Background: an optimization exercise with open tools, aiming at small area, a short achievable clock period and few clock cycles. Do not read the settings as production practice. RTL that was checked went through simulation tests only; none was proved equivalent to the original. Function not checked in runs 1 to 3: the RTL went through the layout flow alone.

==> flow/design.v <==
package yuv_rgb_pkg;
   localparam int ADDR_W = 18;  
   localparam int DATA_W = 16;  
endpackage
`timescale 1ns/10ps
`timescale 1ns/10ps
`timescale 1ns/10ps
module csc_mac_unit (
   input  logic        is_y,
   input  logic        is_r,
   input  logic        is_g,
   input  logic        is_b,
   input  logic [7:0]  x1,
   input  logic [7:0]  x2,
   output logic [25:0] s,
   output logic [25:0] c
);
   logic [25:0] pp0;
   logic [7:0] d0;
   logic [25:0] k0_0;
   logic [25:0] k0_1;
   logic [25:0] k0_2;
   logic [25:0] k0_3;
   logic [25:0] k0_4;
   logic [25:0] k0_5;
   logic [25:0] k0_6;
   logic [25:0] k0_7;
   logic [25:0] pp1;
   logic [7:0] d1;
   logic [25:0] k1_0;
   logic [25:0] k1_1;
   logic [25:0] k1_2;
   logic [25:0] k1_3;
   logic [25:0] k1_4;
   logic [25:0] k1_5;
   logic [25:0] k1_6;
   logic [25:0] k1_7;
   logic [25:0] pp2;
   logic [3:0] d2;
   logic [25:0] k2_0;
   logic [25:0] k2_1;
   logic [25:0] k2_2;
   logic [25:0] k2_3;
   logic [7:0] q0;
   logic [7:0] q1;
   logic [7:0] q2;
   logic [7:0] q3;
   logic [7:0] q4;
   logic s0, c0;
   logic s1, c1;
   logic s2, c2;
   logic s3, c3;
   logic s4, c4;
   logic s5, c5;
   logic s6, c6;
   logic s7, c7;
   logic s8, c8;
   logic s9, c9;
   logic s10, c10;
   logic s11, c11;
   logic s12, c12;
   logic s13, c13;
   logic s14, c14;
   logic s15, c15;
   logic s16, c16;
   logic s17, c17;
   logic s18, c18;
   logic s19, c19;
   logic s20, c20;
   logic s21, c21;
   logic s22, c22;
   logic s23, c23;
   logic s24, c24;
   logic s25, c25;
   logic s26, c26;
   logic s27, c27;
   logic s28, c28;
   logic s29, c29;
   logic s30, c30;
   logic s31, c31;
   logic s32, c32;
   logic s33, c33;
   logic s34, c34;
   logic s35, c35;
   logic s36, c36;
   logic s37, c37;
   logic s38, c38;
   logic s39, c39;
   logic s40, c40;
   logic s41, c41;
   logic s42, c42;
   logic s43, c43;
   logic s44, c44;
   logic s45, c45;
   logic s46, c46;
   logic s47, c47;
   logic s48, c48;
   logic s49, c49;
   logic s50, c50;
   logic s51, c51;
   logic s52, c52;
   logic s53, c53;
   logic s54, c54;
   logic s55, c55;
   logic s56, c56;
   logic s57, c57;
   logic s58, c58;
   logic s59, c59;
   logic s60, c60;
   logic s61, c61;
   logic s62, c62;
   logic s63, c63;
   always_comb for (int v = 0; v < 8; v++) d0[v] = (x1[2:0] == 3'(v));
   assign k0_0 = ({26{is_r}} & 26'd10557120) | ({26{is_g}} & 26'd9925793) | ({26{is_b}} & 26'd7017152);
   assign k0_1 = ({26{is_y}} & 26'd76284) | ({26{is_r}} & 26'd10661715) | ({26{is_g}} & 26'd9900169) | ({26{is_b}} & 26'd7149403);
   assign k0_2 = ({26{is_y}} & 26'd152568) | ({26{is_r}} & 26'd10766310) | ({26{is_g}} & 26'd9874545) | ({26{is_b}} & 26'd7281654);
   assign k0_3 = ({26{is_y}} & 26'd228852) | ({26{is_r}} & 26'd10870905) | ({26{is_g}} & 26'd9848921) | ({26{is_b}} & 26'd7413905);
   assign k0_4 = ({26{is_y}} & 26'd305136) | ({26{is_r}} & 26'd10975500) | ({26{is_g}} & 26'd9823297) | ({26{is_b}} & 26'd7546156);
   assign k0_5 = ({26{is_y}} & 26'd381420) | ({26{is_r}} & 26'd11080095) | ({26{is_g}} & 26'd9797673) | ({26{is_b}} & 26'd7678407);
   assign k0_6 = ({26{is_y}} & 26'd457704) | ({26{is_r}} & 26'd11184690) | ({26{is_g}} & 26'd9772049) | ({26{is_b}} & 26'd7810658);
   assign k0_7 = ({26{is_y}} & 26'd533988) | ({26{is_r}} & 26'd11289285) | ({26{is_g}} & 26'd9746425) | ({26{is_b}} & 26'd7942909);
   assign pp0 = ({26{d0[0]}} & k0_0) | ({26{d0[1]}} & k0_1) | ({26{d0[2]}} & k0_2) | ({26{d0[3]}} & k0_3) | ({26{d0[4]}} & k0_4) | ({26{d0[5]}} & k0_5) | ({26{d0[6]}} & k0_6) | ({26{d0[7]}} & k0_7);
   always_comb for (int v = 0; v < 8; v++) d1[v] = (x1[5:3] == 3'(v));
   assign k1_0 = ({26{is_g}} & 26'd1434944);
   assign k1_1 = ({26{is_y}} & 26'd610272) | ({26{is_r}} & 26'd836760) | ({26{is_g}} & 26'd1229952) | ({26{is_b}} & 26'd1058008);
   assign k1_2 = ({26{is_y}} & 26'd1220544) | ({26{is_r}} & 26'd1673520) | ({26{is_g}} & 26'd1024960) | ({26{is_b}} & 26'd2116016);
   assign k1_3 = ({26{is_y}} & 26'd1830816) | ({26{is_r}} & 26'd2510280) | ({26{is_g}} & 26'd819968) | ({26{is_b}} & 26'd3174024);
   assign k1_4 = ({26{is_y}} & 26'd2441088) | ({26{is_r}} & 26'd3347040) | ({26{is_g}} & 26'd614976) | ({26{is_b}} & 26'd4232032);
   assign k1_5 = ({26{is_y}} & 26'd3051360) | ({26{is_r}} & 26'd4183800) | ({26{is_g}} & 26'd409984) | ({26{is_b}} & 26'd5290040);
   assign k1_6 = ({26{is_y}} & 26'd3661632) | ({26{is_r}} & 26'd5020560) | ({26{is_g}} & 26'd204992) | ({26{is_b}} & 26'd6348048);
   assign k1_7 = ({26{is_y}} & 26'd4271904) | ({26{is_r}} & 26'd5857320) | ({26{is_b}} & 26'd7406056);
   assign pp1 = ({26{d1[0]}} & k1_0) | ({26{d1[1]}} & k1_1) | ({26{d1[2]}} & k1_2) | ({26{d1[3]}} & k1_3) | ({26{d1[4]}} & k1_4) | ({26{d1[5]}} & k1_5) | ({26{d1[6]}} & k1_6) | ({26{d1[7]}} & k1_7);
   always_comb for (int v = 0; v < 4; v++) d2[v] = (x1[7:6] == 2'(v));
   assign k2_0 = ({26{is_g}} & 26'd4919808);
   assign k2_1 = ({26{is_y}} & 26'd4882176) | ({26{is_r}} & 26'd6694080) | ({26{is_g}} & 26'd3279872) | ({26{is_b}} & 26'd8464064);
   assign k2_2 = ({26{is_y}} & 26'd9764352) | ({26{is_r}} & 26'd13388160) | ({26{is_g}} & 26'd1639936) | ({26{is_b}} & 26'd16928128);
   assign k2_3 = ({26{is_y}} & 26'd14646528) | ({26{is_r}} & 26'd20082240) | ({26{is_b}} & 26'd25392192);
   assign pp2 = ({26{d2[0]}} & k2_0) | ({26{d2[1]}} & k2_1) | ({26{d2[2]}} & k2_2) | ({26{d2[3]}} & k2_3);
   assign q0 = {8{is_g}} & ~x2;
   assign q1 = {8{is_g}} & x2;
   assign q2 = {8{is_g}} & ~x2;
   assign q3 = {8{is_g}} & ~x2;
   assign q4 = {8{is_g}} & ~x2;
   assign s0 = pp0[6] ^ pp1[6];
   assign c0 = pp0[6] & pp1[6];
   assign s1 = pp0[7] ^ pp1[7] ^ pp2[7];
   assign c1 = (pp0[7] & pp1[7]) | (pp0[7] & pp2[7]) | (pp1[7] & pp2[7]);
   assign s2 = pp0[8] ^ pp1[8];
   assign c2 = pp0[8] & pp1[8];
   assign s3 = pp0[9] ^ pp1[9];
   assign c3 = pp0[9] & pp1[9];
   assign s4 = pp0[10] ^ pp1[10];
   assign c4 = pp0[10] & pp1[10];
   assign s5 = pp0[11] ^ pp1[11];
   assign c5 = pp0[11] & pp1[11];
   assign s6 = pp0[12] ^ pp1[12] ^ pp2[12];
   assign c6 = (pp0[12] & pp1[12]) | (pp0[12] & pp2[12]) | (pp1[12] & pp2[12]);
   assign s7 = pp0[13] ^ pp1[13];
   assign c7 = pp0[13] & pp1[13];
   assign s8 = pp0[14] ^ pp1[14] ^ pp2[14];
   assign c8 = (pp0[14] & pp1[14]) | (pp0[14] & pp2[14]) | (pp1[14] & pp2[14]);
   assign s9 = pp0[15] ^ pp1[15] ^ pp2[15];
   assign c9 = (pp0[15] & pp1[15]) | (pp0[15] & pp2[15]) | (pp1[15] & pp2[15]);
   assign s10 = pp0[16] ^ pp1[16] ^ pp2[16];
   assign c10 = (pp0[16] & pp1[16]) | (pp0[16] & pp2[16]) | (pp1[16] & pp2[16]);
   assign s11 = q0[0] ^ q1[2];
   assign c11 = q0[0] & q1[2];
   assign s12 = pp0[17] ^ pp1[17] ^ pp2[17];
   assign c12 = (pp0[17] & pp1[17]) | (pp0[17] & pp2[17]) | (pp1[17] & pp2[17]);
   assign s13 = q0[1] ^ q1[3] ^ q2[5];
   assign c13 = (q0[1] & q1[3]) | (q0[1] & q2[5]) | (q1[3] & q2[5]);
   assign s14 = pp0[18] ^ pp1[18] ^ pp2[18];
   assign c14 = (pp0[18] & pp1[18]) | (pp0[18] & pp2[18]) | (pp1[18] & pp2[18]);
   assign s15 = q0[2] ^ q1[4] ^ q2[6];
   assign c15 = (q0[2] & q1[4]) | (q0[2] & q2[6]) | (q1[4] & q2[6]);
   assign s16 = pp0[19] ^ pp1[19] ^ pp2[19];
   assign c16 = (pp0[19] & pp1[19]) | (pp0[19] & pp2[19]) | (pp1[19] & pp2[19]);
   assign s17 = q0[3] ^ q1[5] ^ q2[7];
   assign c17 = (q0[3] & q1[5]) | (q0[3] & q2[7]) | (q1[5] & q2[7]);
   assign s18 = pp0[20] ^ pp1[20] ^ pp2[20];
   assign c18 = (pp0[20] & pp1[20]) | (pp0[20] & pp2[20]) | (pp1[20] & pp2[20]);
   assign s19 = q0[4] ^ q1[6];
   assign c19 = q0[4] & q1[6];
   assign s20 = pp0[21] ^ pp1[21] ^ pp2[21];
   assign c20 = (pp0[21] & pp1[21]) | (pp0[21] & pp2[21]) | (pp1[21] & pp2[21]);
   assign s21 = q0[5] ^ q1[7];
   assign c21 = q0[5] & q1[7];
   assign s22 = pp0[22] ^ pp1[22] ^ pp2[22];
   assign c22 = (pp0[22] & pp1[22]) | (pp0[22] & pp2[22]) | (pp1[22] & pp2[22]);
   assign s23 = pp0[5] ^ pp1[5];
   assign c23 = pp0[5] & pp1[5];
   assign s24 = pp2[6] ^ q3[1] ^ q4[6];
   assign c24 = (pp2[6] & q3[1]) | (pp2[6] & q4[6]) | (q3[1] & q4[6]);
   assign s25 = q3[2] ^ q4[7] ^ c0;
   assign c25 = (q3[2] & q4[7]) | (q3[2] & c0) | (q4[7] & c0);
   assign s26 = pp2[8] ^ q3[3] ^ c1;
   assign c26 = (pp2[8] & q3[3]) | (pp2[8] & c1) | (q3[3] & c1);
   assign s27 = pp2[9] ^ q3[4] ^ c2;
   assign c27 = (pp2[9] & q3[4]) | (pp2[9] & c2) | (q3[4] & c2);
   assign s28 = pp2[10] ^ q3[5] ^ c3;
   assign c28 = (pp2[10] & q3[5]) | (pp2[10] & c3) | (q3[5] & c3);
   assign s29 = pp2[11] ^ q3[6] ^ c4;
   assign c29 = (pp2[11] & q3[6]) | (pp2[11] & c4) | (q3[6] & c4);
   assign s30 = q2[0] ^ q3[7] ^ c5;
   assign c30 = (q2[0] & q3[7]) | (q2[0] & c5) | (q3[7] & c5);
   assign s31 = pp2[13] ^ q2[1] ^ c6;
   assign c31 = (pp2[13] & q2[1]) | (pp2[13] & c6) | (q2[1] & c6);
   assign s32 = q1[0] ^ q2[2] ^ c7;
   assign c32 = (q1[0] & q2[2]) | (q1[0] & c7) | (q2[2] & c7);
   assign s33 = q1[1] ^ q2[3] ^ c8;
   assign c33 = (q1[1] & q2[3]) | (q1[1] & c8) | (q2[3] & c8);
   assign s34 = q2[4] ^ c9 ^ s10;
   assign c34 = (q2[4] & c9) | (q2[4] & s10) | (c9 & s10);
   assign s35 = c10 ^ c11 ^ s12;
   assign c35 = (c10 & c11) | (c10 & s12) | (c11 & s12);
   assign s36 = c12 ^ c13 ^ s14;
   assign c36 = (c12 & c13) | (c12 & s14) | (c13 & s14);
   assign s37 = c14 ^ c15 ^ s16;
   assign c37 = (c14 & c15) | (c14 & s16) | (c15 & s16);
   assign s38 = c16 ^ c17 ^ s18;
   assign c38 = (c16 & c17) | (c16 & s18) | (c17 & s18);
   assign s39 = c18 ^ c19 ^ s20;
   assign c39 = (c18 & c19) | (c18 & s20) | (c19 & s20);
   assign s40 = q0[6] ^ c20 ^ c21;
   assign c40 = (q0[6] & c20) | (q0[6] & c21) | (c20 & c21);
   assign s41 = pp0[23] ^ pp2[23] ^ q0[7];
   assign c41 = (pp0[23] & pp2[23]) | (pp0[23] & q0[7]) | (pp2[23] & q0[7]);
   assign s42 = pp0[3] ^ pp1[3];
   assign c42 = pp0[3] & pp1[3];
   assign s43 = pp0[4] ^ pp1[4] ^ q4[4];
   assign c43 = (pp0[4] & pp1[4]) | (pp0[4] & q4[4]) | (pp1[4] & q4[4]);
   assign s44 = q3[0] ^ q4[5] ^ s23;
   assign c44 = (q3[0] & q4[5]) | (q3[0] & s23) | (q4[5] & s23);
   assign s45 = s0 ^ c23 ^ s24;
   assign c45 = (s0 & c23) | (s0 & s24) | (c23 & s24);
   assign s46 = s1 ^ c24 ^ s25;
   assign c46 = (s1 & c24) | (s1 & s25) | (c24 & s25);
   assign s47 = s2 ^ c25 ^ s26;
   assign c47 = (s2 & c25) | (s2 & s26) | (c25 & s26);
   assign s48 = s3 ^ c26 ^ s27;
   assign c48 = (s3 & c26) | (s3 & s27) | (c26 & s27);
   assign s49 = s4 ^ c27 ^ s28;
   assign c49 = (s4 & c27) | (s4 & s28) | (c27 & s28);
   assign s50 = s5 ^ c28 ^ s29;
   assign c50 = (s5 & c28) | (s5 & s29) | (c28 & s29);
   assign s51 = s6 ^ c29 ^ s30;
   assign c51 = (s6 & c29) | (s6 & s30) | (c29 & s30);
   assign s52 = s7 ^ c30 ^ s31;
   assign c52 = (s7 & c30) | (s7 & s31) | (c30 & s31);
   assign s53 = s8 ^ c31 ^ s32;
   assign c53 = (s8 & c31) | (s8 & s32) | (c31 & s32);
   assign s54 = s9 ^ c32 ^ s33;
   assign c54 = (s9 & c32) | (s9 & s33) | (c32 & s33);
   assign s55 = s11 ^ c33 ^ s34;
   assign c55 = (s11 & c33) | (s11 & s34) | (c33 & s34);
   assign s56 = s13 ^ c34 ^ s35;
   assign c56 = (s13 & c34) | (s13 & s35) | (c34 & s35);
   assign s57 = s15 ^ c35 ^ s36;
   assign c57 = (s15 & c35) | (s15 & s36) | (c35 & s36);
   assign s58 = s17 ^ c36 ^ s37;
   assign c58 = (s17 & c36) | (s17 & s37) | (c36 & s37);
   assign s59 = s19 ^ c37 ^ s38;
   assign c59 = (s19 & c37) | (s19 & s38) | (c37 & s38);
   assign s60 = s21 ^ c38 ^ s39;
   assign c60 = (s21 & c38) | (s21 & s39) | (c38 & s39);
   assign s61 = s22 ^ c39 ^ s40;
   assign c61 = (s22 & c39) | (s22 & s40) | (c39 & s40);
   assign s62 = c22 ^ c40 ^ s41;
   assign c62 = (c22 & c40) | (c22 & s41) | (c40 & s41);
   assign s63 = pp2[24] ^ c41;
   assign c63 = pp2[24] & c41;
   assign s = {c63, c62, c61, c60, c59, c58, c57, c56, c55, c54, c53, c52, c51, c50, c49, c48, c47, c46, c45, c44, c43, c42, q4[3], pp0[2], pp0[1], pp0[0]};
   assign c = {1'b0, s63, s62, s61, s60, s59, s58, s57, s56, s55, s54, s53, s52, s51, s50, s49, s48, s47, s46, s45, s44, s43, s42, q4[2], q4[1], q4[0]};
endmodule
`timescale 1ns/10ps
module rgb_clip_pack (
   input  logic [22:0] yb,
   input  logic [25:0] s,
   input  logic [25:0] c,
   output logic [25:0] n,
   output logic [7:0]  ch
);
   logic [25:0] a, x, y;
   logic low, high;
   assign a = {1'b0, yb, 2'b00};
   assign x = a ^ s ^ c;
   assign y = {(a[24:0] & s[24:0]) | (a[24:0] & c[24:0]) | (s[24:0] & c[24:0]), 1'b0};
   assign n = x + y;
   assign low = !n[25] && !(n[24] && n[23]);    
   assign high = n[25] && (n[24] || n[23]);     
   assign ch = low ? 8'd0 : high ? 8'd255 : {!n[23], n[22:16]};
endmodule
`timescale 1ns/10ps
module yuv_rgb_top #(
   parameter int PIXEL_PAIRS = 38400,  
   parameter int U_BASE      = 38400,
   parameter int V_BASE      = 57600,
   parameter int RGB_BASE    = 146944
) (
   input  logic        CLOCK,
   input  logic        Resetn,
   input  logic        start,
   output logic        done,
   output logic [17:0] sram_address,
   output logic [15:0] sram_write_data,
   input  logic [15:0] sram_read_data,
   output logic        sram_we_n
);
   localparam logic [16:0] WP_FIRST = 17'(RGB_BASE - 131072);
   localparam logic [16:0] WP_LAST  = 17'(RGB_BASE + 3 * PIXEL_PAIRS - 1 - 131072);
   logic        busy;      
   logic        pro;       
   logic [4:0]  q;         
   logic        w;         
   logic [15:0] yp;        
   logic [16:0] wp;        
   wire accept  = !busy && start;
   wire wr_next = busy && !pro && (q[4] || q[0] || q[2]) && !done;
   wire rd_y    = w && (q[1] || q[3]);
   wire [14:0] cidx = yp[15:1];  
   always_ff @(posedge CLOCK or negedge Resetn) begin
      if (!Resetn) begin
         busy <= 1'b0;
         sram_we_n <= 1'b1;
         done <= 1'b0;
      end else begin
         busy <= busy ? !done : start;
         sram_we_n <= !wr_next;
         done <= wr_next && (wp == WP_LAST);
      end
   end
   always_ff @(posedge CLOCK) begin
      if (accept) begin
         q <= 5'b10000;    
         w <= 1'b1;
         pro <= 1'b1;
         yp <= 16'd1;
         wp <= WP_FIRST;
         sram_address <= '0;
      end else begin
         q <= {q[3:0], q[4]};
         if (q[4]) w <= !w;
         if (w && q[3]) pro <= 1'b0;
         if (rd_y) yp <= yp + 16'd1;
         if (wr_next) wp <= wp + 17'd1;
         if (q[1])
            sram_address <= w ? {2'b00, yp} : 18'(U_BASE) + 18'(cidx);
         else if (q[3])
            sram_address <= w ? {2'b00, yp} : 18'(V_BASE) + 18'(cidx);
         else
            sram_address <= {1'b1, wp};
      end
   end
   logic [15:0] yw, uw, vw;    
   logic [7:0]  x1;            
   logic [25:0] s, c, sq, cq;  
   logic [22:0] yb_e, yb_o;    
   logic [25:0] n_e, n_o;      
   logic [7:0]  l_e, l_o;      
   logic [7:0]  h1, h2;        
   always_ff @(posedge CLOCK) begin
      if ((!w && q[1]) || (w && q[4])) yw <= sram_read_data;
      if (!w && q[4]) uw <= sram_read_data;
      if (w && q[1]) vw <= sram_read_data;
      case (1'b1)
         q[0]: x1 <= yw[7:0];
         q[1]: x1 <= w ? sram_read_data[15:8] : vw[7:0];
         q[2], q[3]: x1 <= w ? uw[15:8] : uw[7:0];
         default: x1 <= w ? sram_read_data[15:8] : yw[15:8];
      endcase
      sq <= s;
      cq <= c;
      if (q[1]) yb_e <= n_e[24:2];
      if (q[2]) yb_o <= n_o[24:2];
      if (q[3] || q[4]) h1 <= q[3] ? l_e : l_o;    
      if (q[3] || q[0]) h2 <= l_o;                 
      sram_write_data[15:8] <= q[0] ? l_e : h1;    
      sram_write_data[7:0] <= q[4] ? l_e : h2;     
   end
   csc_mac_unit u_unit (
      .is_y(q[0] || q[1]), .is_r(q[2]), .is_g(q[3]), .is_b(q[4]),
      .x1(x1), .x2(w ? vw[15:8] : vw[7:0]), .s(s), .c(c)
   );
   rgb_clip_pack u_lane_e (.yb(q[1] ? 23'd0 : yb_e), .s(sq), .c(cq), .n(n_e), .ch(l_e));
   rgb_clip_pack u_lane_o (.yb(q[2] ? 23'd0 : yb_o), .s(sq), .c(cq), .n(n_o), .ch(l_o));
endmodule
==> flow/flow/run.sh <==
#!/bin/bash
# The standard layout, with timing repair aiming at 9 ns of setup slack
# (the clock period is unchanged). The make output goes to standard.log.
bash standard.sh SETUP_SLACK_MARGIN=9 finish > standard.log 2>&1
==> flow/standard.sh <==
#!/bin/bash
# synth_recipe.tcl (not shown) runs the flow's synth.tcl, then flattens the netlist and writes it again
# the make line also repeats each setting of config.mk as NAME=value (left out here)
make -C /OpenROAD-flow-scripts/flow DESIGN_CONFIG=/design/flow/config.mk WORK_HOME=/design/flow/orfs CLKGATE_MAP_FILE= SYNTH_SCRIPT=/design/flow/synth_recipe.tcl "${@:-finish}"
==> flow/config.mk <==
export PLATFORM = sky130hd
export DESIGN_NAME = yuv_rgb_top
export DESIGN_NICKNAME = yuv_rgb_top
export VERILOG_FILES = /design/flow/design.v
export SDC_FILE = /design/flow/constraint.sdc
export NUM_CORES = 4
export LEC_CHECK = 0
export CAP_MARGIN = 20
export CORE_MARGIN = 2
export CORE_UTILIZATION = 40
export SLEW_MARGIN = 20
==> flow/constraint.sdc <==
create_clock -name core_clock -period 13.0 [get_ports {CLOCK}]
set_input_delay 2.6000 -clock core_clock [delete_from_list [all_inputs] [get_ports {CLOCK}]]
set_output_delay 2.6000 -clock core_clock [all_outputs]
set_load 0.01 [all_outputs]
==> reports/results.ini, run 1 <==
[run_status]
status = no timing/DRC/antenna violations

[critical_path]
required_ns = 13.30
critPathMaxFanout = 8
critPathLaunchType = register
path_class = register to register
arrival_ns = 4.25
worstSetupEndpointType = register

[clocking]
clk_pin_slew_worst_paths_ns = 0.06
tritoncts = yes
cts-root-buf = clkbuf_16
clock_latency_ns = 0.56
cts_hold_buf = 0
clock-sinks = 246
cts_inserted_buffers = 27
clockBufferDepth = 3
cts-htree-levels = 1

[synth]
syn-instance-count = 1787
ys_seq_area_frac = 0.370
synthFlopType = dfxtp_1
synth-compound-area-share = 0.187
avgSynthCellArea_um2 = 9.14
synth.distinct_cells = 84
synthMuxAreaShare = 0.0314
ys_warn_count = 2
synth_edf_count = 110
synth_top_family_by_area = compound AO/OA/AOI/OAI gates
synth_area_um2 = 16300
synth_nets = 1971
synthArstFlopShare = 0.0122
synth_xor_area_frac = 0.0369
yosys.area_share.simple = 0.126
ys_seq_elements = 246
synthAdderAreaFrac = 0.173

[floorplanning]
rows = 74
die_x_um = 206
initial_core_util = 0.403
core_area_um2 = 40600
die_h_um = 206
io_pins = 55
dieArea_um2 = 42500

[detailed_routing]
first_pass_iters = 5
wl_um = 45400
post-route-drc-count = 0
drtIter0Drc = 1219
vias = 13199
wire_per_inst_um = 19.1
antenna_left = 0
via_per_inst = 5.56

[cells_and_area]
multiInputGateArea_um2 = 9540
seqCellArea_um2 = 6050
syn_to_final_growth_pct = 16.9
fin_nets = 2007
final_cell_mix = inv_1, nand2_1, a21oi_1, dfxtp_1, nor2_1
final.fill_count = 3855
fin_area_um2 = 19100
drive_gt1_frac = 0.121
antenna_cells = 0
final_common_cell = inv_1

[sta]
maxSlewHeadroom = 0.438
fmax_ghz = 0.253
setup_viol = 0
tns_ns = 0
finalCritPeriodShare = 0.304
worst_pin_slew_ns = 0.835
slew_violations = 0
rsz0062_at_grt = yes
hold_violations = 0
skew_ns = 0.0114
finalCriticalPeriod_ns = 3.95
setup_ws_ns = 9.05

[grt]
antenna_found_initial = 0
grt_pass1_vias = 12954
overflow = 0
grt_max_degree = 57
grt_pass1_wl_um = 71800
grt_usage = 0.214

[placement]
gp_congestion = 0.916
post-place-ws_ns = 7.89
io_buffer_count = 54
place_area_um2 = 17400
hpwlAfterDp_um = 32000

[min_path]
min_path_type = register to register

[job]
maxCapViolCount = 0

[synth_stat cells (8+ instances only)]
master | n | share of area
dfxtp_1 | 133 | 0.16
xor2_1 | 28 | 0.015
buf_1 | 17 | 0.0039
o211ai_1 | 18 | 0.0083
a221oi_1 | 10 | 0.0054
a22oi_1 | 11 | 0.0051
mux2i_1 | 13 | 0.0080
nand4_1 | 13 | 0.0050
o22ai_1 | 13 | 0.0050
xnor2_1 | 39 | 0.021
nand3_1 | 33 | 0.010
inv_1 | 222 | 0.051
nor3_1 | 13 | 0.0040
a21o_1 | 25 | 0.011
and3_1 | 20 | 0.0077
mux2_2 | 18 | 0.012
o21a_1 | 9 | 0.0041
mux4_2 | 8 | 0.011
clkbuf_1 | 81 | 0.019
ha_1 | 65 | 0.050
nor2b_1 | 18 | 0.0069
edfxtp_1 | 110 | 0.20
nor2_1 | 119 | 0.027
nand2_1 | 194 | 0.045
a211oi_1 | 22 | 0.010
o221ai_1 | 11 | 0.0059
o21ai_0 | 119 | 0.036
or3_1 | 8 | 0.0031
nand2b_1 | 13 | 0.0050
fa_1 | 100 | 0.12
a21oi_1 | 156 | 0.048
[sequential cells by signal (all words and copies together), names as in the netlist, 5 cells and up]
signal           count
yb_e                23
q                    5
sram_address        18
cq                  25
yp                  16
uw                  16
x1                   8
wp                  17
yb_o                23
h1                   8
h2                   8
sram_write_data     16
sq                  26
vw                  16
yw                  16
[routing by layer]
| metal | vias up | GRT usage | wire length [µm] |
|---|---|---|---|
| met5 | - | 0 | 0 |
| met3 | 85 | 0.0317 | 2940 |
| met4 | 0 | 0.0656 | 1370 |
| li1 | 6245 | - | - |
| met2 | 446 | 0.338 | 20500 |
| met1 | 6423 | 0.302 | 20600 |
[kinds of logic (layout without fill, tap and decap cells)]
group,count (synthesis),after routing
AO/OA/AOI/OAI,481,481
XOR/XNOR,68,70
adder cells (fa/ha/maj),166,166
buffers and inverters,329,384
flip-flops,246,246
multiplexers,39,39
AND/OR/NAND/NOR,458,458
[worst max-delay path: stages (launching register included)]
cell and delay [ns]:
dfxtp_4 0.50, clkinv_8 0.13, nand2_4 0.08, fa_1 0.42
inv_2 0.09, fa_2 0.21, a21o_1 0.19, a221oi_4 0.11
or4b_4 0.54, a211oi_4 0.36, o221ai_4 0.23, xnor2_4 0.24
o21ai_1 0.20, a21oi_2 0.09, mux2_2 0.26
[timing repair]
action | CTS | global route
pin swaps | 4 | 20
setup buffers | 11 | 21
gates resized for setup | 62 | 65
setup endpoints to repair | 101 | 35
cloned | 3 | 2
hold endpoints to repair | 0 | 0
[metrics by stage]
step | instances | hold WS [ns] | util
2_1_floorplan | 1787 | 0.418 | -
3_3_place_gp | 2289 | 0.434 | 0.429
3_5_place_dp | 2289 | 0.437 | 0.429
4_1_cts | 2353 | 0.451 | 0.460
5_1_grt | 2376 | 0.492 | 0.471
6_report | 2376 | 0.449 | 0.471
[layout make-up]
class	instances	share of cell area
Tap cell	532	0.0349
Timing Repair Buffer	105	0.0497
Clock buffer	40	0.0461
Inverter	226	0.0461
Multi-Input combinational cell	1214	0.500
Timing Repair inverter	3	0.00151
Clock inverter	10	0.00511
Sequential cell	246	0.317
[path summary, 6_finish.rpt]
kind	from	to	slack (ns)	depth (start not counted)
max in group asynchronous	Resetn	sram_we_n$_DFF_PN1_	10.54	1
worst min-delay path	h2[3]$_DFFE_PP_	sram_write_data[3]$_DFF_P_	0.45	1
min in group asynchronous	Resetn	busy$_DFF_PN0_	2.23	1
worst max register to register	q[2]$_SDFF_PP0_	h1[2]$_DFFE_PP_	9.05	14
worst max-delay path	q[2]$_SDFF_PP0_	h1[2]$_DFFE_PP_	9.05	14
worst min register to register	h2[3]$_DFFE_PP_	sram_write_data[3]$_DFF_P_	0.45	1
==> inputs of run 2 (changes only) <==
--- a/flow/config.mk
+++ b/flow/config.mk
@@ -7,5 +7,5 @@
 export LEC_CHECK = 0
 export CAP_MARGIN = 20
 export CORE_MARGIN = 2
-export CORE_UTILIZATION = 40
+export CORE_UTILIZATION = 65
 export SLEW_MARGIN = 20
==> run 2 against run 1 <==
Net effect:
- sequential share of layout area grew 0.72 points
- via count grew 1.2%
- synthesized cell count is the same
- global-route usage grew 11 points
- design area shrank 2.2%
- largest cell class unchanged
==> reports/results.ini, run 2 <==
[run_status]
status = no timing/DRC/antenna violations  ; unchanged

[cells_and_area]
final_common_cell = inv_1  ; unchanged
drive_gt1_frac = 0.108  ; was 0.121
fin_area_um2 = 18700  ; was 19100 µm²
final_cell_mix = inv_1, nand2_1, a21oi_1, dfxtp_1, nor2_1  ; unchanged
top_regs = sq (26), cq (25)  ; unchanged
antenna_cells = 0  ; unchanged
fin_nets = 1996  ; was 2007
syn_to_final_growth_pct = 14.3  ; was 16.9%
post-route-util = 0.748  ; was 0.471
largest-register = sq  ; unchanged
largest_reg_flops = 26  ; unchanged
layout.cells.non_filler = 2163  ; was 2376

[synth]
synth.distinct_cells = 84  ; unchanged
synthFlopType = dfxtp_1  ; unchanged
syn-instance-count = 1787  ; unchanged
yosysMostFrequentCell = inv_1  ; unchanged
ys_seq_elements = 246  ; unchanged
synth_area_um2 = 16300  ; unchanged
netlist.area_leader.share = 0.202  ; unchanged
synthArstFlopShare = 0.0122  ; unchanged
avgSynthCellArea_um2 = 9.14  ; unchanged
synth_nets = 1971  ; unchanged
synth_edf_count = 110  ; unchanged
synth_common_cells = inv_1, nand2_1, a21oi_1  ; unchanged
ys_seq_area_frac = 0.370  ; unchanged
yosys-top-cells-area = edfxtp_1, dfxtp_1, fa_1, inv_1, ha_1  ; unchanged
ys_warn_count = 2  ; unchanged
yosysTopAreaCell = edfxtp_1  ; unchanged

[detailed_routing]
via_per_inst = 6.17  ; was 5.56
drtIter0Drc = 1583  ; was 1219
wire_per_inst_um = 19.9  ; was 19.1 µm
antenna_left = 0  ; unchanged
vias = 13351  ; was 13199
first_pass_iters = 7  ; was 5
post-route-drc-count = 0  ; unchanged
wl_um = 43100  ; was 45400 µm

[job]
maxCapViolCount = 0  ; unchanged

[sta]
skew_ns = 0.0131  ; was 0.0114 ns
maxSlewHeadroom = 0.496  ; was 0.438
slew_violations = 0  ; unchanged
rsz0062_at_grt = yes  ; unchanged
worst_pin_slew_ns = 0.750  ; was 0.835 ns
finalCritPeriodShare = 0.318  ; was 0.304
fmax_ghz = 0.242  ; was 0.253 GHz
whs_ns = 0.445  ; was 0.449 ns
tns_ns = 0  ; unchanged
finalCriticalPeriod_ns = 4.13  ; was 3.95 ns
setup_viol = 0  ; unchanged
hold_violations = 0  ; unchanged

[placement]
placed_cells = 2085  ; was 2289
hpwlAfterDp_um = 29800  ; was 32000 µm
place_area_um2 = 17100  ; was 17400 µm²
gp_congestion = 0.982  ; was 0.916
io_buffer_count = 54  ; unchanged

[clocking]
cts-htree-levels = 1  ; unchanged
cts_hold_buf = 0  ; unchanged
clockBufferDepth = 3  ; unchanged
cts-root-buf = clkbuf_16  ; unchanged
clock_latency_ns = 0.54  ; was 0.56 ns
clk_pin_slew_worst_paths_ns = 0.06  ; about the same
tritoncts = yes  ; unchanged
cts_inserted_buffers = 27  ; unchanged
clock-sinks = 246  ; unchanged

[critical_path]
crit_chain = clkinv_8, nand2_1, fa_1, inv_1, ha_4, and3_4, a221oi_4, or4b_4, a211oi_4, o221ai_4, xnor2_4, buf_4, a21oi_1, a21oi_1, mux2_2  ; was clkinv_8, nand2_4, fa_1, inv_2, fa_2, a21o_1, a221oi_4, or4b_4, a211oi_4, o221ai_4, xnor2_4, o21ai_1, a21oi_2, mux2_2
arrival_ns = 4.42  ; was 4.25 ns
cp_top_family = compound AO/OA/AOI/OAI gates  ; unchanged
max_stage_delay_ns = 0.58  ; was 0.54 ns
cpMaxStageDelayCell = or4b_4  ; unchanged
critPathLaunchType = register  ; unchanged
critPathMaxFanout = 18  ; was 8
path_class = register to register  ; unchanged
worstSetupEndpointType = register  ; unchanged
path_buf_inv = 3  ; was 2
cpMostUsedCell = a21oi_1
required_ns = 13.29  ; was 13.30 ns

[grt]
antenna_found_initial = 0  ; unchanged
grt_pass1_vias = 12896  ; was 12954
overflow = 0  ; unchanged
grt_max_degree = 62  ; was 57
grt_usage = 0.320  ; was 0.214
grt_pass1_wl_um = 66900  ; was 71800 µm

[floorplanning]
rows = 58  ; was 74
core_area_um2 = 25000  ; was 40600 µm²
io_pins = 55  ; unchanged
die_h_um = 163  ; was 206 µm
dieArea_um2 = 26400  ; was 42500 µm²
initial_core_util = 0.655  ; was 0.403
die_x_um = 163  ; was 206 µm

[min_path]
min_path_type = register to register  ; unchanged

==> run 2: cell counts after synthesis <==
Identical to the previous run, type by type.
==> run 2: layer usage <==
layer  global-route usage  share of wire  up-vias
met2                0.531           0.48      650
met1                0.432           0.41     6351
met3               0.0382          0.073      136
met4                0.131          0.041        0
li1                     -              -     6214
met5                    0              0        -
==> run 2: final cells by class <==
type                            count  area, µm²
Clock inverter                     12       90.1
Sequential cell                   246       6050
Timing Repair inverter              2       17.5
Timing Repair Buffer               96        936
Fill cell                        1795       6290
Clock buffer                       38        782
Tap cell                          330        413
Inverter                          226        885
Multi-Input combinational cell   1213       9500
==> run 2: cell families (layout without fill, tap and decap cells) <==
kind of cell / after synthesis / after routing / share of synthesized area
AO/OA/AOI/OAI: 481 / 481 / 0.187
XOR/XNOR: 68 / 69 / 0.0369
adder cells (fa/ha/maj): 166 / 166 / 0.173
buffers and inverters: 329 / 374 / 0.0765
flip-flops: 246 / 246 / 0.370
multiplexers: 39 / 39 / 0.0314
AND/OR/NAND/NOR: 458 / 458 / 0.126
==> run 2: worst min-delay path: cells and delay by family (launching register included) <==
kind | cells | cell delay [ns]
AND/OR/NAND/NOR | 1 | 0.05
flip-flops | 1 | 0.32
AO/OA/AOI/OAI | 1 | 0.06
==> run 2: per-stage QoR <==
stage / setup slack, ns
after floorplan: 9.01
after global placement: 8.04
after detailed placement: 7.82
after CTS: 9.00
after global routing: 8.82
final: 8.87
==> run 2: path summary, 6_finish.rpt <==
kind / startpoint / end / slack [ns] / cells after the start
max in group asynchronous: Resetn / sram_we_n$_DFF_PN1_ / 10.54 / 1
setup reg to reg: q[2]$_SDFF_PP0_ / h1[2]$_DFFE_PP_ / 8.87 / 15
hold / removal: yw[3]$_DFFE_PP_ / x1[3]$_DFF_P_ / 0.44 / 2
setup / recovery: q[2]$_SDFF_PP0_ / h1[2]$_DFFE_PP_ / 8.87 / 15
hold reg to reg: yw[3]$_DFFE_PP_ / x1[3]$_DFF_P_ / 0.44 / 2
min in group asynchronous: Resetn / done$_DFF_PN0_ / 2.24 / 1
==> run 2: what timing repair did <==
item | 4_1_cts | 5_1_grt
resized for setup | 34 | 74
cloned | 2 | 1
setup endpoints to repair | 73 | 57
pin swaps | 6 | 10
buffers inserted | 8 | 17
==> inputs of run 3 (changes only) <==
==> flow/flow/run.sh (replaced) <==
#!/bin/bash
# The standard layout, with two changes to how it is made (the clock period
# and constraints are unchanged):
#  - timing repair aims at 9 ns of setup slack;
#  - the port buffers are buf_2 cells instead of the default delay buffers.
# The make output goes to standard.log.
bash standard.sh "BUFFER_PORTS_ARGS=-buffer_cell sky130_fd_sc_hd__buf_2" SETUP_SLACK_MARGIN=9 finish > standard.log 2>&1
--- a/flow/config.mk
+++ b/flow/config.mk
@@ -7,5 +7,5 @@
 export LEC_CHECK = 0
 export CAP_MARGIN = 20
 export CORE_MARGIN = 2
-export CORE_UTILIZATION = 65
+export CORE_UTILIZATION = 40
 export SLEW_MARGIN = 20
==> run 3 against run 2 <==
Net effect:
- via count decreased by 1.9%
- setup slack better by 0.17 ns
- clock skew rose by 0.0020 ns
- still clean
==> reports/results.ini, run 3 <==
[clocking]
clockBufferDepth = 3  ; unchanged
tritoncts = yes  ; unchanged
clock-sinks = 246  ; unchanged
cts_hold_buf = 0  ; unchanged
clock_latency_ns = 0.56  ; was 0.54 ns
cts-root-buf = clkbuf_16  ; unchanged
cts_inserted_buffers = 27  ; unchanged
cts-htree-levels = 1  ; unchanged
clk_pin_slew_worst_paths_ns = 0.06  ; about the same

[grt]
grt_max_degree = 57  ; was 62
grt_pass1_wl_um = 68900  ; was 66900 µm
antenna_found_initial = 0  ; unchanged
overflow = 0  ; unchanged
grt_usage = 0.207  ; was 0.320
grt_pass1_vias = 12686  ; was 12896

[critical_path]
r2r_slack_ns = 9.04  ; was 8.87 ns
critPathMaxFanout = 18  ; unchanged
timing.rr.end = h1[6]$_DFFE_PP_  ; was h1[2]$_DFFE_PP_
worstSetupEndpointType = register  ; unchanged
arrival_ns = 4.27  ; was 4.42 ns
path_class = register to register  ; unchanged
crit_chain = clkinv_8, nand2_1, fa_1, inv_1, ha_4, and3_4, a221oi_4, or4b_4, a211oi_4, o221ai_4, xnor2_4, buf_4, o21ai_0, a21oi_1, mux2_2  ; was clkinv_8, nand2_1, fa_1, inv_1, ha_4, and3_4, a221oi_4, or4b_4, a211oi_4, o221ai_4, xnor2_4, buf_4, a21oi_1, a21oi_1, mux2_2
critPathLaunchType = register  ; unchanged
reg2reg_depth = 15  ; unchanged
cpMaxStageDelayCell = or4b_4  ; unchanged
max_stage_delay_ns = 0.58  ; about the same
r2r-start = q[2]$_SDFF_PP0_  ; unchanged
required_ns = 13.31  ; was 13.29 ns

[cells_and_area]
antenna_cells = 0  ; unchanged
largest-register = sq  ; unchanged
fin_nets = 2000  ; was 1996
final_cell_mix = inv_1, nand2_1, a21oi_1, dfxtp_1, nor2_1  ; unchanged
syn_to_final_growth_pct = 13.3  ; was 14.3%
top_regs = sq (26), cq (25)  ; unchanged
largest_reg_flops = 26  ; unchanged
drive_gt1_frac = 0.135  ; was 0.108
final_common_cell = inv_1  ; unchanged

[job]
maxCapViolCount = 0  ; unchanged

[synth]
ys_warn_count = 2  ; unchanged
ys_seq_elements = 246  ; unchanged
netlist.area_leader.share = 0.202  ; unchanged
yosys-top-cells-area = edfxtp_1, dfxtp_1, fa_1, inv_1, ha_1  ; unchanged
synth.distinct_cells = 84  ; unchanged
synth_nets = 1971  ; unchanged
synthArstFlopShare = 0.0122  ; unchanged
yosysMostFrequentCell = inv_1  ; unchanged
yosysTopAreaCell = edfxtp_1  ; unchanged
synth_edf_count = 110  ; unchanged
syn-instance-count = 1787  ; unchanged
synthFlopType = dfxtp_1  ; unchanged
ys_seq_area_frac = 0.370  ; unchanged
synth_area_um2 = 16300  ; unchanged
synth_common_cells = inv_1, nand2_1, a21oi_1  ; unchanged
avgSynthCellArea_um2 = 9.14  ; unchanged

[detailed_routing]
wl_um = 44200  ; was 43100 µm
first_pass_iters = 7  ; unchanged
antenna_left = 0  ; unchanged
drtIter0Drc = 1118  ; was 1583
via_per_inst = 5.53  ; was 6.17
post-route-drc-count = 0  ; unchanged
vias = 13101  ; was 13351
wire_per_inst_um = 18.7  ; was 19.9 µm

[sta]
setup_ws_ns = 9.04  ; was 8.87 ns
finalCritPeriodShare = 0.305  ; was 0.318
skew_ns = 0.0151  ; was 0.0131 ns
rsz0062_at_grt = yes  ; unchanged
worst_pin_slew_ns = 0.830  ; was 0.750 ns
maxSlewHeadroom = 0.442  ; was 0.496
fmax_ghz = 0.253  ; was 0.242 GHz
slew_violations = 0  ; unchanged
hold_violations = 0  ; unchanged
setup_viol = 0  ; unchanged
finalCriticalPeriod_ns = 3.96  ; was 4.13 ns
tns_ns = 0  ; unchanged

[run_status]
status = no timing/DRC/antenna violations  ; unchanged

[floorplanning]
dieArea_um2 = 42500  ; was 26400 µm²
core_area_um2 = 40600  ; was 25000 µm²
io_pins = 55  ; unchanged
rows = 74  ; was 58
initial_core_util = 0.403  ; was 0.655
die_x_um = 206  ; was 163 µm
die_h_um = 206  ; was 163 µm

[min_path]
min_from = yw[6]$_DFFE_PP_  ; was yw[3]$_DFFE_PP_
min_path_type = register to register  ; unchanged
hold_path_end = x1[6]$_DFF_P_  ; was x1[3]$_DFF_P_
min_path_cells = 2  ; unchanged

[placement]
post-place-ws_ns = 8.17  ; was 7.82 ns
io_buffer_count = 54  ; unchanged
gp_congestion = 0.909  ; was 0.982
hpwlAfterDp_um = 32000  ; was 29800 µm

-- run 3: worst max-delay path: cells and delay by family, from the launching register on --
| kind | cells | cell delay (ns) |
|---|---|---|
| compound gates | 5 | 0.87 |
| simple gates | 3 | 0.86 |
| fa+ha+maj | 2 | 0.79 |
| flops | 1 | 0.38 |
| buf+inv | 3 | 0.32 |
| mux | 1 | 0.29 |
| xor+xnor | 1 | 0.19 |
-- run 3: layout make-up --
cell class                      instances  area [µm²]
Clock buffer                           38         748
Clock inverter                         11        95.1
Fill cell                            3900       22000
Inverter                              226         877
Multi-Input combinational cell       1212        9430
Sequential cell                       246        6050
Tap cell                              532         666
Timing Repair Buffer                  101         637
Timing Repair inverter                  2        17.5
-- run 3: kinds of logic after synthesis --
logic type	Yosys count	synth area share
xor+xnor	68	0.0369
flops	246	0.370
buf+inv	329	0.0765
simple gates	458	0.126
mux	39	0.0314
fa+ha+maj	166	0.173
compound gates	481	0.187
-- run 3: worst max-delay path by stage --
stage,cells after the start,from,slack [ns],endpoint
detailed placement,14,q[2]$_SDFF_PP0_,8.17,h1[6]$_DFFE_PP_
finish,15,q[2]$_SDFF_PP0_,9.04,h1[6]$_DFFE_PP_
CTS,15,q[2]$_SDFF_PP0_,9.00,h1[1]$_DFFE_PP_
floorplan,18,q[2]$_SDFF_PP0_,9.01,h1[0]$_DFFE_PP_
global placement,14,q[2]$_SDFF_PP0_,8.32,h1[5]$_DFFE_PP_
global route,15,q[2]$_SDFF_PP0_,8.92,h1[4]$_DFFE_PP_
-- run 3: stage by stage --
step	utilization	hold slack [ns]	cell area, µm²	instances
finish	0.457	0.452	18500	2368
global route	0.457	0.473	18500	2368
CTS	0.451	0.451	18300	2352
detailed placement	0.423	0.435	17200	2290
global placement	0.423	0.428	17200	2290
floorplan	-	0.418	16500	1787
-- run 3: metal layers --
layer	share of wire	global-route usage	vias to the layer above
met1	0.45	0.290	6309
li1	-	-	6237
met2	0.45	0.324	462
met4	0.039	0.0824	0
met3	0.061	0.0289	93
met5	0	0	-
-- run 3: repair_timing --
action,4_1_cts,5_1_grt
cloned,1,1
pin swaps,9,13
endpoints found under the hold margin,0,0
setup endpoints to repair,42,29
resized for setup,29,31
setup buffers,12,15
==> inputs of run 4 (changes only) <==
--- a/flow/design.v
+++ b/flow/design.v
@@ -314,6 +314,7 @@
    logic        w;         
    logic [15:0] yp;        
    logic [16:0] wp;        
+   logic        we;        
    wire accept  = !busy && start;
    wire wr_next = busy && !pro && (q[4] || q[0] || q[2]) && !done;
    wire rd_y    = w && (q[1] || q[3]);
@@ -321,11 +322,11 @@
    always_ff @(posedge CLOCK or negedge Resetn) begin
       if (!Resetn) begin
          busy <= 1'b0;
-         sram_we_n <= 1'b1;
+         we <= 1'b0;
          done <= 1'b0;
       end else begin
          busy <= busy ? !done : start;
-         sram_we_n <= !wr_next;
+         we <= wr_next;
          done <= wr_next && (wp == WP_LAST);
       end
    end
@@ -351,6 +352,7 @@
             sram_address <= {1'b1, wp};
       end
    end
+   assign sram_we_n = !we;
    logic [15:0] yw, uw, vw;    
    logic [7:0]  x1;            
    logic [25:0] s, c, sq, cq;  
==> run 4 against run 3 <==
Net effect:
- critical path depth is 1 higher
- largest cell class unchanged
- highest routed layer unchanged
- still clean on timing, DRC and antenna
- critical path type unchanged
- wire length is 1.7% lower
- global-route usage is 0.21 points lower
- design area is 0.29% lower
==> reports/results.ini, run 4 <==
[clocking]
clockBufferDepth = 3  ; unchanged
cts_inserted_buffers = 28  ; was 27
clk_pin_slew_worst_paths_ns = 0.07  ; was 0.06 ns
cts-htree-levels = 1  ; unchanged
clock_latency_ns = 0.55  ; was 0.56 ns
cts-root-buf = clkbuf_16  ; unchanged
tritoncts = yes  ; unchanged
clock-sinks = 246  ; unchanged

[sta]
tns_ns = 0  ; unchanged
setup_viol = 0  ; unchanged
finalCriticalPeriod_ns = 3.95  ; was 3.96 ns
maxSlewHeadroom = 0.547  ; was 0.442
rsz0062_at_grt = yes  ; unchanged
fmax_ghz = 0.253  ; about the same
hold_violations = 0  ; unchanged
setup_ws_ns = 9.05  ; was 9.04 ns
skew_ns = 0.0274  ; was 0.0151 ns
slew_violations = 0  ; unchanged
finalCritPeriodShare = 0.304  ; was 0.305
worst_pin_slew_ns = 0.679  ; was 0.830 ns

[cells_and_area]
fin_nets = 1996  ; was 2000
final_cell_mix = inv_1, nand2_1, dfxtp_1, nor2_1, a21oi_1  ; was inv_1, nand2_1, a21oi_1, dfxtp_1, nor2_1
largest-register = sq  ; unchanged
drive_gt1_frac = 0.126  ; was 0.135
largest_reg_flops = 26  ; unchanged
post-route-util = 0.455  ; was 0.457
syn_to_final_growth_pct = 13.1  ; was 13.3%
antenna_cells = 0  ; unchanged
top_regs = sq (26), cq (25)  ; unchanged
final_common_cell = inv_1  ; unchanged

[synth]
ys_seq_elements = 246  ; unchanged
yosysTopAreaCell = edfxtp_1  ; unchanged
netlist.area_leader.share = 0.202  ; about the same
synth_nets = 1969  ; was 1971
synth_area_um2 = 16300  ; about the same
synth_common_cells = inv_1, nand2_1, dfxtp_1  ; was inv_1, nand2_1, a21oi_1
ys_warn_count = 2  ; unchanged
synthFlopType = dfxtp_1  ; unchanged
synth.distinct_cells = 87  ; was 84
synthArstFlopShare = 0.0122  ; unchanged
yosys-top-cells-area = edfxtp_1, dfxtp_1, fa_1, inv_1, ha_1  ; unchanged
syn-instance-count = 1785  ; was 1787
synth_edf_count = 110  ; unchanged
ys_seq_area_frac = 0.370  ; about the same
avgSynthCellArea_um2 = 9.14  ; about the same
yosysMostFrequentCell = inv_1  ; unchanged

[floorplanning]
die_x_um = 206  ; about the same
core_area_um2 = 40600  ; unchanged
io_pins = 55  ; unchanged
die_h_um = 206  ; about the same
dieArea_um2 = 42400  ; was 42500 µm²
rows = 74  ; unchanged
initial_core_util = 0.403  ; about the same

[detailed_routing]
wire_per_inst_um = 18.4  ; was 18.7 µm
vias = 12954  ; was 13101
wl_um = 43500  ; was 44200 µm
via_per_inst = 5.48  ; was 5.53
antenna_left = 0  ; unchanged
post-route-drc-count = 0  ; unchanged
first_pass_iters = 5  ; was 7
drtIter0Drc = 1007  ; was 1118

[critical_path]
cp_top_family = compound AO/OA/AOI/OAI gates  ; unchanged
max_stage_delay_ns = 0.48  ; was 0.58 ns
cpMaxStageDelayCell = fa_1  ; was or4b_4
crit_chain = inv_2, buf_12, nand2_1, fa_1, inv_1, ha_2, a211o_1, a31oi_4, o311a_4, o211ai_1, buf_4, a311oi_4, buf_12, xnor2_4, o21ai_4, o2bb2ai_1  ; was clkinv_8, nand2_1, fa_1, inv_1, ha_4, and3_4, a221oi_4, or4b_4, a211oi_4, o221ai_4, xnor2_4, buf_4, o21ai_0, a21oi_1, mux2_2
cpMostUsedCell = buf_12
path_class = register to register  ; unchanged
path_buf_inv = 5  ; was 3
worstSetupEndpointType = register  ; unchanged
critPathLaunchType = register  ; unchanged
required_ns = 13.29  ; was 13.31 ns
arrival_ns = 4.24  ; was 4.27 ns
critPathMaxFanout = 15  ; was 18

[min_path]
min_path_type = register to register  ; unchanged

[grt]
grt_pass1_wl_um = 69100  ; was 68900 µm
grt_max_degree = 57  ; unchanged
grt_pass1_vias = 12681  ; was 12686
antenna_found_initial = 0  ; unchanged
overflow = 0  ; unchanged
grt_usage = 0.205  ; was 0.207

[placement]
hpwlAfterDp_um = 31500  ; was 32000 µm
io_buffer_count = 54  ; unchanged
post-place-ws_ns = 7.83  ; was 8.17 ns
gp_congestion = 0.938  ; was 0.909

[run_status]
status = no timing/DRC/antenna violations  ; unchanged

[job]
maxCapViolCount = 0  ; unchanged

==> run 4: cell families after synthesis <==
kind of cell	count (synthesis)	synth area share
compound gates	449	0.177
xor+xnor	67	0.0359
fa+ha+maj	165	0.172
buf+inv	326	0.0773
flops	246	0.370
mux	25	0.0218
simple gates	507	0.145
==> run 4: routing by layer <==
layer	part of all wire	wire (µm)	up-vias	global-route usage
met2	0.46	19800	469	0.332
met1	0.46	19800	6191	0.288
met4	0.033	1440	0	0.0633
met5	0	0	-	0
met3	0.056	2440	95	0.0237
li1	-	-	6199	-
==> run 4: what timing repair did <==
item / in CTS / in global routing
pin swaps: 3 / 13
hold buffers: 0 / 0
cloned: 2 / 1
endpoints found under the setup margin: 69 / 47
resized for setup: 44 / 28
setup buffers: 9 / 11
==> run 4: cell type report <==
| class | instances | area, µm² |
|---|---|---|
| Multi-Input combinational cell | 1214 | 9330 |
| Fill cell | 3894 | 22100 |
| Sequential cell | 246 | 6050 |
| Inverter | 228 | 877 |
| Timing Repair Buffer | 93 | 633 |
| Timing Repair inverter | 1 | 8.76 |
| Clock buffer | 43 | 840 |
| Clock inverter | 9 | 63.8 |
| Tap cell | 532 | 666 |
==> run 4: path summary, 6_finish.rpt <==
kind / cells after the start / slack, ns / startpoint / endpoint
max: 16 / 9.05 / q[1]$_SDFF_PP0_ / h1[0]$_DFFE_PP_
min: 2 / 0.44 / yw[2]$_DFFE_PP_ / x1[2]$_DFF_P_
max reg2reg: 16 / 9.05 / q[1]$_SDFF_PP0_ / h1[0]$_DFFE_PP_
min reg2reg: 2 / 0.44 / yw[2]$_DFFE_PP_ / x1[2]$_DFF_P_
max in group asynchronous: 1 / 11.06 / Resetn / we$_DFF_PN0_
min in group asynchronous: 1 / 1.83 / Resetn / busy$_DFF_PN0_
==> run 4: worst register-to-register path, cell delays in order (launching register included) <==
cell and delay, ns:
dfxtp_2 0.32, inv_2 0.12, buf_12 0.17, nand2_1 0.12
fa_1 0.48, inv_1 0.04, ha_2 0.34, a211o_1 0.35
a31oi_4 0.16, o311a_4 0.22, o211ai_1 0.11, buf_4 0.20
a311oi_4 0.29, buf_12 0.16, xnor2_4 0.17, o21ai_4 0.32
o2bb2ai_1 0.11
==> run 4: per-stage QoR <==
stage	cell area (µm²)	std cells	hold WS, ns
CTS	18200	2354	0.442
finish	18500	2366	0.440
global placement	17000	2291	0.432
floorplan	16300	1785	0.418
detailed placement	17000	2291	0.431
global route	18500	2366	0.467
Testbench counts of run 4, summed over its fixed seeds: cycles 576,033.
==> inputs of run 5 (changes only) <==
--- a/flow/config.mk
+++ b/flow/config.mk
@@ -7,5 +7,5 @@
 export LEC_CHECK = 0
 export CAP_MARGIN = 20
 export CORE_MARGIN = 2
-export CORE_UTILIZATION = 40
+export CORE_UTILIZATION = 50
 export SLEW_MARGIN = 20
==> run 5 against run 4 <==
Net effect:
- still clean
- flip-flop and latch count did not move
- clock skew down 0.0090 ns
- die area shrank 20%
- first-iteration DRC count decreased by 1.3%
- synthesized cell count unchanged
- maximum frequency is 0.29% lower
- global-route usage increased by 4.9 points
==> reports/results.ini, run 5 <==
[run_status]
status = no timing/DRC/antenna violations  ; unchanged

[sta]
slew_violations = 0  ; unchanged
rsz0062_at_grt = yes  ; unchanged
maxSlewHeadroom = 0.490  ; was 0.547
skew_ns = 0.0184  ; was 0.0274 ns
setup_viol = 0  ; unchanged
tns_ns = 0  ; unchanged
finalCriticalPeriod_ns = 3.96  ; was 3.95 ns
finalCritPeriodShare = 0.305  ; was 0.304
hold_violations = 0  ; unchanged
worst_pin_slew_ns = 0.764  ; was 0.679 ns
fmax_ghz = 0.252  ; was 0.253 GHz

[synth]
synthArstFlopShare = 0.0122  ; unchanged
synth_nets = 1969  ; unchanged
synth.distinct_cells = 87  ; unchanged
yosysMostFrequentCell = inv_1  ; unchanged
yosysTopAreaCell = edfxtp_1  ; unchanged
synth_area_um2 = 16300  ; unchanged
ys_seq_elements = 246  ; unchanged
syn-instance-count = 1785  ; unchanged
yosys-top-cells-area = edfxtp_1, dfxtp_1, fa_1, inv_1, ha_1  ; unchanged
ys_seq_area_frac = 0.370  ; unchanged
avgSynthCellArea_um2 = 9.14  ; unchanged
ys_warn_count = 2  ; unchanged
synth_edf_count = 110  ; unchanged
netlist.area_leader.share = 0.202  ; unchanged
synthFlopType = dfxtp_1  ; unchanged
synth_common_cells = inv_1, nand2_1, dfxtp_1  ; unchanged

[floorplanning]
dieArea_um2 = 34100  ; was 42400 µm²
initial_core_util = 0.504  ; was 0.403
rows = 66  ; was 74
die_h_um = 185  ; was 206 µm
io_pins = 55  ; unchanged
die_x_um = 185  ; was 206 µm
core_area_um2 = 32400  ; was 40600 µm²

[grt]
grt_pass1_wl_um = 67800  ; was 69100 µm
grt_pass1_vias = 12351  ; was 12681
grt_max_degree = 67  ; was 57
overflow = 0  ; unchanged
grt_usage = 0.254  ; was 0.205
antenna_found_initial = 0  ; unchanged

[min_path]
min_from = yw[6]$_DFFE_PP_  ; was yw[2]$_DFFE_PP_
hold_path_end = x1[6]$_DFF_P_  ; was x1[2]$_DFF_P_
min_path_type = register to register  ; unchanged
min_path_cells = 2  ; unchanged

[clocking]
cts_inserted_buffers = 28  ; unchanged
cts-root-buf = clkbuf_16  ; unchanged
clock_latency_ns = 0.55  ; about the same
cts-htree-levels = 1  ; unchanged
clockBufferDepth = 3  ; unchanged
tritoncts = yes  ; unchanged
clk_pin_slew_worst_paths_ns = 0.06  ; was 0.07 ns
clock-sinks = 246  ; unchanged

[job]
maxCapViolCount = 0  ; unchanged

[placement]
io_buffer_count = 54  ; unchanged
placed_cells = 2202  ; was 2291
place_area_um2 = 16900  ; was 17000 µm²
hpwlAfterDp_um = 30600  ; was 31500 µm
gp_congestion = 0.938  ; about the same

[detailed_routing]
post-route-drc-count = 0  ; unchanged
wire_per_inst_um = 19.0  ; was 18.4 µm
via_per_inst = 5.61  ; was 5.48
wl_um = 43200  ; was 43500 µm
antenna_left = 0  ; unchanged
first_pass_iters = 7  ; was 5
vias = 12796  ; was 12954
drtIter0Drc = 994  ; was 1007

[cells_and_area]
largest-register = sq  ; unchanged
largest_reg_flops = 26  ; unchanged
layout.cells.non_filler = 2279  ; was 2366
final_cell_mix = inv_1, nand2_1, dfxtp_1, nor2_1  ; was inv_1, nand2_1, dfxtp_1, nor2_1, a21oi_1
drive_gt1_frac = 0.140  ; was 0.126
top_regs = sq (26), cq (25)  ; unchanged
final_common_cell = inv_1  ; unchanged
fin_nets = 1999  ; was 1996
syn_to_final_growth_pct = 14.2  ; was 13.1%
post-route-util = 0.576  ; was 0.455
fin_area_um2 = 18600  ; was 18500 µm²
antenna_cells = 0  ; unchanged

[critical_path]
worstSetupEndpointType = register  ; unchanged
arrival_ns = 4.26  ; was 4.24 ns
r2r_slack_ns = 9.04  ; was 9.05 ns
reg2reg_depth = 17  ; was 16
path_class = register to register  ; unchanged
r2r-start = q[1]$_SDFF_PP0_  ; unchanged
timing.rr.end = h1[5]$_DFFE_PP_  ; was h1[0]$_DFFE_PP_
required_ns = 13.30  ; was 13.29 ns
critPathMaxFanout = 7  ; was 15
critPathLaunchType = register  ; unchanged

run 5: cell types whose count changed in the layout (fill, tap and decap cells not counted), sizes merged:
cell    previous run  this run
buf               92        96
bufinv             0         2
clkinv            12        11
xnor2             38        37
clkbuf            44        39
inv              224       228
run 5: timing repair:
action	in CTS	in global routing
pin swaps	7	16
resized for setup	49	49
hold buffers	0	0
cloned	2	1
setup endpoints to repair	59	40
setup buffers	7	15
hold endpoints to repair	0	0
run 5: worst max-delay path: stages (launching register included):
cell and delay (ns):
dfxtp_2 0.34, clkinvlp_4 0.12, buf_12 0.14, clkbuf_16 0.16
nand2_4 0.05, fa_1 0.49, inv_2 0.05, fa_2 0.37
a21o_1 0.24, a31oi_2 0.21, o311a_4 0.23, o211ai_1 0.15
a311oi_2 0.50, xnor2_4 0.12, buf_12 0.17, o21ai_4 0.18
buf_6 0.15, o2bb2ai_2 0.06
run 5: cell type report:
| class | count | area, µm² |
|---|---|---|
| clock buffer | 38 | 868 |
| fill | 2885 | 13700 |
| inverter | 228 | 876 |
| timing repair inverter | 1 | 8.76 |
| clock inverter | 14 | 155 |
| sequential | 246 | 6050 |
| tap | 442 | 553 |
| multi-input combinational | 1213 | 9410 |
| timing repair buffer | 97 | 716 |
run 5: layer usage:
metal,vias up,track usage,part of all wire
li1,6192,-,-
met1,6092,0.359,0.45
met2,423,0.401,0.46
met3,89,0.0306,0.055
met4,0,0.0959,0.038
met5,-,0,0
run 5: how the worst max path moves through the flow:
| stage | endpoint | depth (start not counted) | startpoint | slack (ns) |
|---|---|---|---|---|
| 6_report | h1[5]$_DFFE_PP_ | 17 | q[1]$_SDFF_PP0_ | 9.04 |
| 5_1_grt | h1[2]$_DFFE_PP_ | 17 | q[1]$_SDFF_PP0_ | 8.91 |
| 3_5_place_dp | h2[0]$_DFFE_PP_ | 13 | q[2]$_SDFF_PP0_ | 7.88 |
| 3_3_place_gp | h2[6]$_DFFE_PP_ | 13 | q[2]$_SDFF_PP0_ | 7.98 |
| 4_1_cts | cq[18]$_DFF_P_ | 12 | q[0]$_SDFF_PP0_ | 8.99 |
| 2_1_floorplan | h1[0]$_DFFE_PP_ | 16 | q[2]$_SDFF_PP0_ | 9.01 |
run 5: per-stage QoR:
stage                     setup WS, ns  hold WS (ns)
after floorplan                   9.01         0.418
after global placement            7.98         0.433
after detailed placement          7.88         0.434
after CTS                         8.99         0.449
after global routing              8.91         0.475
final                             9.04         0.448
run 5: kinds of logic (layout without fill, tap and decap cells):
family / after synthesis / in the layout / share of synthesized area
AO/OA/AOI/OAI: 449 / 449 / 0.177
XOR/XNOR: 67 / 67 / 0.0359
flip-flops: 246 / 246 / 0.370
multiplexers: 25 / 25 / 0.0218
AND/OR/NAND/NOR: 507 / 507 / 0.145
adder cells (fa/ha/maj): 165 / 165 / 0.172
buffers and inverters: 326 / 378 / 0.0773

## afterwards: timing with drivers on the ports
In the flow no input, the clock included, has a driving cell. The finished layouts below were timed again as built, in two steps.
Step 1 sets driving cells, clkbuf_16 on the clock port and buf_2 on the other inputs (assumed; they add their load-dependent delay and slew).
Step 2 moves the port delays by t, midway between the first and last clock arrival at a register: inputs arrive t later, outputs are due t later. That takes back most of the time a late clock gives input paths.
Slacks: no drivers / after step 1 / after step 2; pairs: no drivers / after step 1.
| run | t (ns) | setup slack, ns | hold slack, ns | slew at the worst register clock pin (ns) | worst slew at a driven data input, ns |
|---|---|---|---|---|---|
| run 1 | 0.603 | 9.051 / 9.028 / 8.563 | 0.449 / 0.449 / 0.449 | 0.07 / 0.07 | 0.05 |
| run 2 | 0.581 | 8.869 / 8.869 / 8.626 | 0.445 / 0.445 / 0.445 | 0.06 / 0.06 | 0.04 |
| run 3 | 0.601 | 9.041 / 9.041 / 8.749 | 0.452 / 0.452 / 0.452 | 0.07 / 0.07 | 0.05 |
| run 4 | 0.589 | 9.047 / 9.047 / 8.898 | 0.440 / 0.440 / 0.440 | 0.07 / 0.07 | 0.03 |
| run 5 | 0.592 | 9.035 / 9.035 / 8.860 | 0.448 / 0.448 / 0.448 | 0.07 / 0.07 | 0.03 |
After both steps every run listed still meets setup and hold. For run 1, which loses most, drivers alone change the setup slack by -0.023 ns; drivers and shift together by -0.488 ns.
